Source: an optimization exercise on an open RTL-to-GDS flow (aim: small area, a short achievable clock period and few clock cycles per item). Production flows keep margins and buffers that such runs may drop. The RTL was checked by simulation tests, not by an equivalence proof against the original design. Power figures rest on the tool's default switching activity, not on a simulated workload.

==> v29 <==
==> flow/design.v (excerpt) <==
module timestamp_gated_hold_fifo_top (
    input  wire logic                               clk,
    input  wire logic                               rst_n,
    input  wire logic                               item_valid,
    output logic                                    item_stall,
    input  wire logic [tghf_pkg::ITEM_W-1:0]        item,
    output logic                                    result_valid,
    input  wire logic                               result_stall,
    output logic [tghf_pkg::RESULT_W-1:0]           result,
    input  wire logic                               cfg_valid,
    output logic                                    cfg_ready,
    input  wire logic [tghf_pkg::CFG_INDEX_W-1:0]   cfg_index,
    input  wire logic [tghf_pkg::CFG_DATA_W-1:0]    cfg_data
);
==> flow/config.mk <==
export PLATFORM = sky130hd
export DESIGN_NAME = timestamp_gated_hold_fifo_top
export DESIGN_NICKNAME = timestamp_gated_hold_fifo_top
export VERILOG_FILES = /design/flow/design.v
export SDC_FILE = /design/flow/constraint.sdc
export NUM_CORES = 4
export LEC_CHECK = 0
export CAP_MARGIN = 20
export CORE_MARGIN = 2
export CORE_UTILIZATION = 40
export SETUP_SLACK_MARGIN = 1.5
export SLEW_MARGIN = 20
==> flow/constraint.sdc <==
create_clock -name core_clock -period 7.0 [get_ports {clk}]
set_input_delay 1.4000 -clock core_clock [delete_from_list [all_inputs] [get_ports {clk}]]
set_output_delay 1.4000 -clock core_clock [all_outputs]
set_load 0.01 [all_outputs]
run.sh (not shown) runs the stock make flow with config.mk's settings and CLKGATE_MAP_FILE= SYNTH_SCRIPT=/design/flow/synth_recipe.tcl, a recipe that flattens the netlist after the stock synthesis.
==> v19: changes against v29 <==
--- a/flow/design.v
+++ b/flow/design.v
@@ -132,104 +132,56 @@
         begin
             for (int q = 0; q < N - 1; q++)
                 if (g[q])
                     drop_pos[q] = x[q+1];
             drop_pos[N-1] = 1'b0;
         end
     endfunction
-    function automatic logic [49:0] ks_add(input logic [48:0] a, input logic [48:0] b,
-                                           input logic ci);
-        logic [48:0] g;
-        logic [48:0] p;
-        logic [48:0] gg;
-        logic [48:0] pp;
-        logic [48:0] gn;
-        logic [48:0] pn;
-        logic [49:0] c;
-        g  = a & b;
-        p  = a ^ b;
-        gg = g;
-        pp = p;
-        gg[0] = g[0] | (p[0] & ci);
-        for (int d = 1; d < 49; d = d * 2)
-        begin
-            gn = gg;
-            pn = pp;
-            for (int i = d; i < 49; i++)
-            begin
-                gn[i] = gg[i] | (pp[i] & gg[i-d]);
-                pn[i] = pp[i] & pp[i-d];
-            end
-            gg = gn;
-            pp = pn;
-        end
-        c[0] = ci;
-        for (int i = 1; i < 50; i++)
-            c[i] = gg[i-1];
-        ks_add = {c[49], p ^ c[48:0]};
-    endfunction
     function automatic logic [N-1:0] pfx_or(input logic [N-1:0] x);
         pfx_or = x;
         for (int d = 1; d < N; d = d * 2)
             pfx_or = pfx_or | (pfx_or << d);
     endfunction
     function automatic logic [N-1:0] lowest(input logic [N-1:0] x);
         lowest = x & ~(pfx_or(x) << 1);
     endfunction
     function automatic logic [N-1:0] rot(input logic [N-1:0] x);
         rot = {x[N-2:0], x[N-1]};
     endfunction
-    logic         ir0_v;
-    logic [114:0] ir0;
     logic         ir_v;
     logic [114:0] ir;
     logic [48:0]  thr_ir;        
-    logic [48:0]  thr_nx;
     logic         fe_take;
-    logic         ir_move;
     logic [1:0]         ir_act;
     logic signed [47:0] ir_stamp;
     logic [47:0]        ir_now;
     logic [15:0]        ir_tag;
     logic               ir_wait;
     assign ir_act   = ir[114:113];
     assign ir_stamp = ir[112:65];
     assign ir_now   = ir[64:17];
     assign ir_tag   = ir[16:1];
     assign ir_wait  = ir[0];
-    assign ir_move    = ir0_v && (!ir_v || fe_take);
-    assign item_stall = ir0_v && !ir_move;
-    assign thr_nx     = ir_move ? 49'(ks_add({1'b0, ir0[64:17]}, ~{17'b0, cap_eff}, 1'b1))
-                                : thr_ir;
+    assign item_stall = ir_v && !fe_take;
     always_ff @(posedge clk or negedge rst_n)
     begin
         if (!rst_n)
-        begin
-            ir0_v <= 1'b0;
-            ir_v  <= 1'b0;
-        end
-        else
-        begin
-            if (item_valid && !item_stall)
-                ir0_v <= 1'b1;
-            else if (ir_move)
-                ir0_v <= 1'b0;
-            if (ir_move)
-                ir_v <= 1'b1;
-            else if (fe_take)
-                ir_v <= 1'b0;
-        end
+            ir_v <= 1'b0;
+        else if (item_valid && !item_stall)
+            ir_v <= 1'b1;
+        else if (fe_take)
+            ir_v <= 1'b0;
     end
     always_ff @(posedge clk)
     begin
         if (item_valid && !item_stall)
-            ir0 <= item;
-        if (ir_move)
-            ir <= ir0;
-        thr_ir <= thr_nx;
+        begin
+            ir     <= item;
+            thr_ir <= {1'b0, item[64:17]} - {17'b0, cap_eff};
+        end
     end
     logic [NI-1:0]       ins;
     logic [NI-1:0]       ins_free;       
     logic [NI-1:0]       ins_pick;
     logic [N-1:0]        ins_vec;        
     logic [4:0]          ins_pre;        
     logic [N-1:0][47:0]  st;
@@ -268,25 +220,18 @@
     logic [N-1:0]        frc;            
     logic [N-1:0]        aged_q;
     logic                stalled_q;
     logic [N-1:0]        reached_q;
     logic [N-1:0]        kept;           
     logic [47:0]         now_r;
     logic [47:0]         x_r;            
-    logic [47:0]         y_r;            
-    logic                y_neg;          
-    logic [47:0]         x_nx;
-    logic                srun_nx;
-    logic                x_reload;       
-    logic                x_rl2;          
-    logic [N-1:0]        kp_r;
+    logic                x_reload;
     logic                o_chk;          
     logic [N-1:0]        lower_q;        
     logic                srun;           
-    logic [31:0]         fplus;
     logic [N-1:0]        cmask;          
     logic [1:0]          relnz;          
     logic                rq_full;
     logic [7:0][2:0]     frc_grp;        
     logic                cnt_pend;       
     localparam int QW = 1 + 2 + 16 + 2 + 1;
     logic [QD-1:0][QW-1:0] rq;
@@ -294,15 +239,15 @@
     logic [2:0]            rq_rp;
     logic [3:0]            rq_n;
     logic         o_run;
     logic [47:0]  cmp_y;
     logic [N-1:0] lt_y;
     logic [N-1:0] reached_now;
     assign o_run = srun;
-    assign cmp_y = y_r;
+    assign cmp_y = o_run ? x_r : thr_ir[47:0];
     always_comb
     begin
         for (int s = 0; s < N; s++)
         begin
             lt_y[s]        = ar[s] < cmp_y;
             reached_now[s] = mark_valid
                           && (rh_lt[s] || (rh_eq[s] && (st[s][LW-1:0] <= mark[LW-1:0])));
@@ -361,15 +306,15 @@
                 if (ins_vec[s])
                     rh_fresh[s] <= 1'b1;
         end
     end
     always_ff @(posedge clk)
     begin
         reached_q <= rot(reached_now);
-        aged_q    <= rot(y_neg ? '0 : lt_y);
+        aged_q    <= rot(thr_ir[48] ? '0 : lt_y);
         stalled_q <= !thr_ir[48] && (mark_time < thr_ir[47:0]);
     end
     logic          pending;      
     logic          lim_hit;      
     logic          advance;
     logic          fe_ok;
     logic          do_write;
@@ -516,46 +461,15 @@
         rel_slot_oh[rel_slot] = 1'b1;
         rel_tag = '0;
         for (int s = 0; s < N; s++)
             rel_tag = rel_tag | ({16{rel_slot_oh[s]}} & tg[s]);
         rel_frc = |(rel_slot_oh & frc);
     end
     logic [31:0] forced_new;
-    logic        fp_ok;
-    logic        be_sel_nx;
-    assign forced_new = fplus;
-    assign be_sel_nx  = sum_go ? !be_sel : be_sel;
-    logic        cp_be;          
-    logic        zero_be;        
-    logic [25:0] fhi_inc;        
-    logic        fhi_ok;         
-    logic [6:0]  flo;
-    logic [31:0] fplus_nx;
-    assign cp_be   = cnt_pend && (s_sel == be_sel_nx);
-    assign zero_be = ((fe == F_FLAG) && (s_sel == be_sel_nx)) || (flush_go && (fe_sel == be_sel_nx));
-    assign flo     = {1'b0, forced[5:0]} + {1'b0, frc_cnt_tmp};
-    always_comb
-    begin
-        if (cp_be)
-            fplus_nx = {flo[6] ? fhi_inc : forced[31:6], flo[5:0]};
-        else if (zero_be)
-            fplus_nx = sum_go ? fplus : forced;
-        else if (sum_go)
-            fplus_nx = 32'(ks_add(49'(fplus), 49'(frc_cnt[!be_sel]), 1'b0));
-        else
-            fplus_nx = 32'(ks_add(49'(forced), 49'(frc_cnt[be_sel]), 1'b0));
-    end
-    always_ff @(posedge clk)
-    begin
-        fplus   <= fplus_nx;
-        if (sum_go)
-            fhi_inc <= 26'(ks_add(49'(fplus[31:6]), 49'd0, 1'b1));
-        else
-            fhi_inc <= 26'(ks_add(49'(forced[31:6]), 49'd0, 1'b1));
-    end
+    assign forced_new = forced + 32'(frc_cnt[be_sel]);
     logic [N-1:0] lower;
     logic [N-1:0] pick_oh;
     logic [N-1:0] arr_sel;
     logic [47:0]  arr_pick;
     logic [47:0]  o_val;
     logic         o_fin;         
     logic         be_ready;      
@@ -575,67 +489,37 @@
             kp_slot = kp_slot | ({5{kp_first[q]}} & pos_slot[q]);
         kp_oh = '0;
         kp_oh[kp_slot] = 1'b1;
     end
     always_comb
     begin
         pick_oh  = lowest(lower_q);
-        arr_sel  = (fe == F_FLAG) ? head_oh : (x_rl2 ? kp_r : pick_oh);
+        arr_sel  = (fe == F_FLAG) ? head_oh : (x_reload ? kp_oh : pick_oh);
         arr_pick = '0;
         for (int s = 0; s < N; s++)
             arr_pick = arr_pick | ({48{arr_sel[s]}} & ar[s]);
     end
-    always_comb
-    begin
-        if (fe == F_FLAG)
-        begin
-            x_nx    = arr_pick;
-            srun_nx = !(rel_s == '0 && mv_ok_r) && (kept_new != '0);
-        end
-        else
-        begin
-            x_nx    = (o_run && (x_rl2 || (o_chk && (lower_q != '0)))) ? arr_pick : x_r;
-            srun_nx = o_fin ? 1'b0 : srun;
-        end
-    end
-    always_ff @(posedge clk)
-    begin
-        y_r   <= srun_nx ? x_nx : thr_nx[47:0];
-        y_neg <= !srun_nx && thr_nx[48];
-    end
-    logic [49:0] xd;
-    assign xd        = ks_add({1'b0, now_r}, ~{1'b0, x_r}, 1'b1);
-    assign o_val     = (!xd[48] && (xd[47:0] != '0)) ? xd[47:0] : '0;
-    assign o_fin     = o_run && !x_reload && !x_rl2 && o_chk && (lower_q == '0);
+    assign o_val     = (x_r < now_r) ? (now_r - x_r) : '0;
+    assign o_fin     = o_run && !x_reload && o_chk && (lower_q == '0);
     assign be_ready  = o_done[be_sel] || (o_fin && (s_sel == be_sel));
     assign be_oldest = o_done[be_sel] ? oldest_r[be_sel] : o_val;
-    assign eng_go = (rq_n != 4'd0) && q_drain && eng_flags[be_sel] && fp_ok
+    assign eng_go = (rq_n != 4'd0) && q_drain && eng_flags[be_sel]
                  && !(cnt_pend && (s_sel == be_sel));
     assign rel_go = slot_free && eng_go && relnz[be_sel];
     assign sum_go = slot_free && eng_go && !relnz[be_sel] && be_ready;
     assign pl_go  = slot_free && (rq_n != 4'd0) && !q_drain;
     assign q_pop  = sum_go || pl_go;
     logic        pl_drop;
-    logic [31:0] dropped_p1;
-    logic [31:0] dropped_inc;    
-    assign dropped_p1 = pl_drop ? dropped_inc : dropped;
-    always_ff @(posedge clk)
-    begin
-        if (pl_go && pl_drop)
-            dropped_inc <= 32'(ks_add(49'(dropped_inc), 49'd0, 1'b1));
-        else
-            dropped_inc <= 32'(ks_add(49'(dropped), 49'd0, 1'b1));
-    end
     assign pl_drop = (q_head[QW-2 -: 2] == KIND_STATUS) && (q_head[2:1] == ST_FULL_DROP);
     assign emit_valid = rel_go || sum_go || pl_go;
     always_comb
     begin
         if (!q_drain)
             emit_data = {q_head[QW-2 -: 2], q_head[QW-4 -: 16], 1'b0, q_head[2:1],
-                         q_head[0], 48'h0, forced, dropped_p1, 1'b1};
+                         q_head[0], 48'h0, forced, dropped + 32'(pl_drop), 1'b1};
         else if (relnz[be_sel])
             emit_data = {KIND_RELEASE, rel_tag, rel_frc, 2'b00, 1'b0, 48'h0,
                          forced_new, dropped, 1'b0};
         else
             emit_data = {KIND_SUMMARY, 16'h0, 1'b0, 2'b00, 1'b0, be_oldest,
                          forced_new, dropped, 1'b1};
     end
@@ -644,16 +528,14 @@
     logic        mbase_ok;
     logic [47:0] mnew;
     logic        mnew_inf;
     logic [47:0] mv_r;
     logic        mv_inf_r;
     logic        mv_ok_r;
     logic        flag_rel;       
-    logic [49:0] md;             
-    assign md = ks_add({1'b0, now_r}, ~{1'b0, mv_r}, 1'b1);
     logic        mnew_upd;
     assign flag_rel = (fe == F_FLAG) && (rel_s != '0);
     assign mnew_upd = do_write && (mnew_inf || (ir_now < mnew));
     always_ff @(posedge clk or negedge rst_n)
     begin
         if (!rst_n)
         begin
@@ -770,46 +652,45 @@
             rq_rp      <= '0;
             rq_n       <= '0;
             relpos     <= '0;
             relnz      <= '0;
             rq_full    <= 1'b0;
             cmask      <= '0;
             srun       <= 1'b0;
-            fp_ok      <= 1'b0;
-            fhi_ok     <= 1'b0;
             for (int q = 0; q < N; q++)
                 pos_slot[q] <= 5'(q);
         end
         else
         begin
             relpos  <= relpos_nx;
             relnz   <= {relpos_nx[1] != '0, relpos_nx[0] != '0};
             rq_full <= (rq_n + 4'(q_push) - 4'(q_pop)) == 4'(QD);
             if (do_write && !rel_go)
                 cmask <= {cmask[N-2:0], 1'b1};
             else if (!do_write && rel_go)
                 cmask <= {1'b0, cmask[N-1:1]};
-            srun <= srun_nx;
-            fp_ok  <= !(cp_be && (sum_go || !fhi_ok));
-            fhi_ok <= !sum_go;
+            if (fe == F_FLAG)
+                srun <= !(rel_s == '0 && mv_ok_r) && (kept_new != '0);
+            else if (o_fin)
+                srun <= 1'b0;
             if (q_push)
                 rq_wp <= rq_wp + 3'd1;
             if (q_pop)
                 rq_rp <= rq_rp + 3'd1;
             rq_n <= rq_n + 4'(q_push) - 4'(q_pop);
             if (cnt_pend)
                 cnt_pend <= 1'b0;
             for (int q = 0; q < N - 1; q++)
                 pos_slot[q] <= ((rel_go && ge[q]) ? pos_pre[q+1] : pos_pre[q]) + 5'd1;
             pos_slot[N-1] <= pos_pre[N-1] + 5'd1;
             cnt   <= cnt + 6'(do_write) - 6'(rel_go);
             valid <= rot(valid_mod) | ins_vec;
             occ   <= rot(occ_mod) | ins_vec;
             if (pl_go && pl_drop)
-                dropped <= dropped_p1;
+                dropped <= dropped + 32'd1;
             if (sum_go)
             begin
                 forced            <= forced_new;
                 eng_busy[be_sel]  <= 1'b0;
                 eng_flags[be_sel] <= 1'b0;
                 be_sel            <= !be_sel;
             end
@@ -873,22 +754,16 @@
                         + 3'(frc_new[4*g+3]);
         if (cnt_pend)
             frc_cnt[s_sel] <= frc_cnt_tmp;
         if (o_run)
         begin
             if (x_reload)
             begin
-                kp_r     <= rot(kp_oh);
+                x_r      <= arr_pick;
                 x_reload <= 1'b0;
-                x_rl2    <= 1'b1;
-            end
-            else if (x_rl2)
-            begin
-                x_r   <= arr_pick;
-                x_rl2 <= 1'b0;
             end
             else if (!o_chk)
             begin
                 o_chk <= 1'b1;
             end
             else if (lower_q == '0)
             begin
@@ -918,20 +793,19 @@
                 end
             end
             F_FLAG:
             begin
                 frc_cnt[s_sel] <= '0;
                 x_r            <= arr_pick;
                 x_reload       <= !kept_new[pos_slot[0]] && !(kept_new[pos_slot[1]] && (cnt > 6'd1));
-                x_rl2          <= 1'b0;
                 o_chk          <= 1'b0;
                 if (rel_s == '0 && mv_ok_r)
                 begin
                     o_done[s_sel]   <= 1'b1;
-                    oldest_r[s_sel] <= (mv_inf_r || md[48] || (md[47:0] == '0)) ? '0 : md[47:0];
+                    oldest_r[s_sel] <= (mv_inf_r || !(mv_r < now_r)) ? '0 : (now_r - mv_r);
                 end
                 else
                 begin
                     o_done[s_sel]   <= (kept_new == '0);
                     oldest_r[s_sel] <= '0;
                 end
             end
==> summary of the runs <==
- Between v29 and v19, the lower routed wire length is in v19 (gap about 6%, measured against v19).
- Register-to-register slack: v29 is lower than v19 (210 ps).
- Area after synthesis: v19 is smaller than v29 (4.8%).
- Maximum frequency: v29 is lower than v19 (3.6%).
- Between v29 and v19, the lower count of clock-buffer cells in the layout is in v19 (gap 43).
- Against v29, the final cell count of v19 is smaller by 3.2%.
- In v19 the critical path depth is higher than in v29, by 1.
- Of v19 and v29, v19 has the higher core utilization (gap 0.80 points).
- Of v29 and v19, v29 has the higher via count (gap 4.6%, measured against v19).
==> figures <==
Clock network fraction of design power: v29 24.4%; v19 23.9%
Via count of the first global-routing pass: v29 191k; v19 184k
Least-Margin Pin Slew: v29 1310 ps; v19 1340 ps
Final Critical Period: v29 5930 ps; v19 5720 ps
Sequential cell area share: v29 42.0%; v19 41.0%
Worst R2R Path Depth: v29 23; v19 24
Outcome: v29 complete, no violations; v19 complete, no violations
Number of instances resized during post-cts repair: v29 194; v19 424
Post-placement cell area: v29 264000 µm²; v19 254000 µm²
Cell mode on critical path: v29 sky130_fd_sc_hd__buf_6; v19 sky130_fd_sc_hd__buf_4
First-pass GRT wire length: v29 1470000 µm; v19 1400000 µm
Arrival time at the worst endpoint: v29 6850 ps; v19 6600 ps
DR WL met2: v29 433000 µm; v19 430000 µm
Met3 capacity usage during global routing: v29 10.5%; v19 6.87%
Die area: v29 624000 µm²; v19 594000 µm²
Internal power of the cells: v29 77400 µW; v19 75400 µW
Worst setup path start: v29 u_ctrl.be_sel$_DFF_PN0_; v19 u_ctrl.be_sel$_DFFE_PN0P_
Total Power Consumption: v29 136000 µW; v19 133000 µW
Total wire length: v29 1070000 µm; v19 1010000 µm
Testbench counts of v29, summed over its fixed seeds: cycles 8,666, items 4,800.
Testbench counts of v19, summed over its fixed seeds: cycles 8,528, items 4,800.

## what the ideal ports hide
The flow's constraints put no driver on any port. The routed layouts listed below were extracted and timed again, unchanged, in two steps.
Step 1, drivers: a clkbuf_16 drives clk and a buf_2 each remaining input, both assumed.
Step 2, shift: input delay + t, output delay - t, t = (earliest + latest rising clock arrival at the registers) / 2. This alone moves slack from input paths to output paths.
Three values: ideal, step 1, step 2; two values: the first two.
run | shift t [ns] | setup WS [ns] | worst setup path after step 2 | latest minus earliest clock arrival (ns) | worst slew at a driven data input, ns
v29 | 1.258 | 1.066 / 1.066 / 1.016 | input to register | 0.092 / 0.092 | 0.09
v19 | 1.238 | 1.278 / 1.278 / 0.320 | input to register | 0.102 / 0.102 | 0.40
After both steps setup and hold are still met in every run listed. For v19, which loses most, drivers alone change the setup slack by 0.000 ns; drivers and shift together by -0.958 ns.
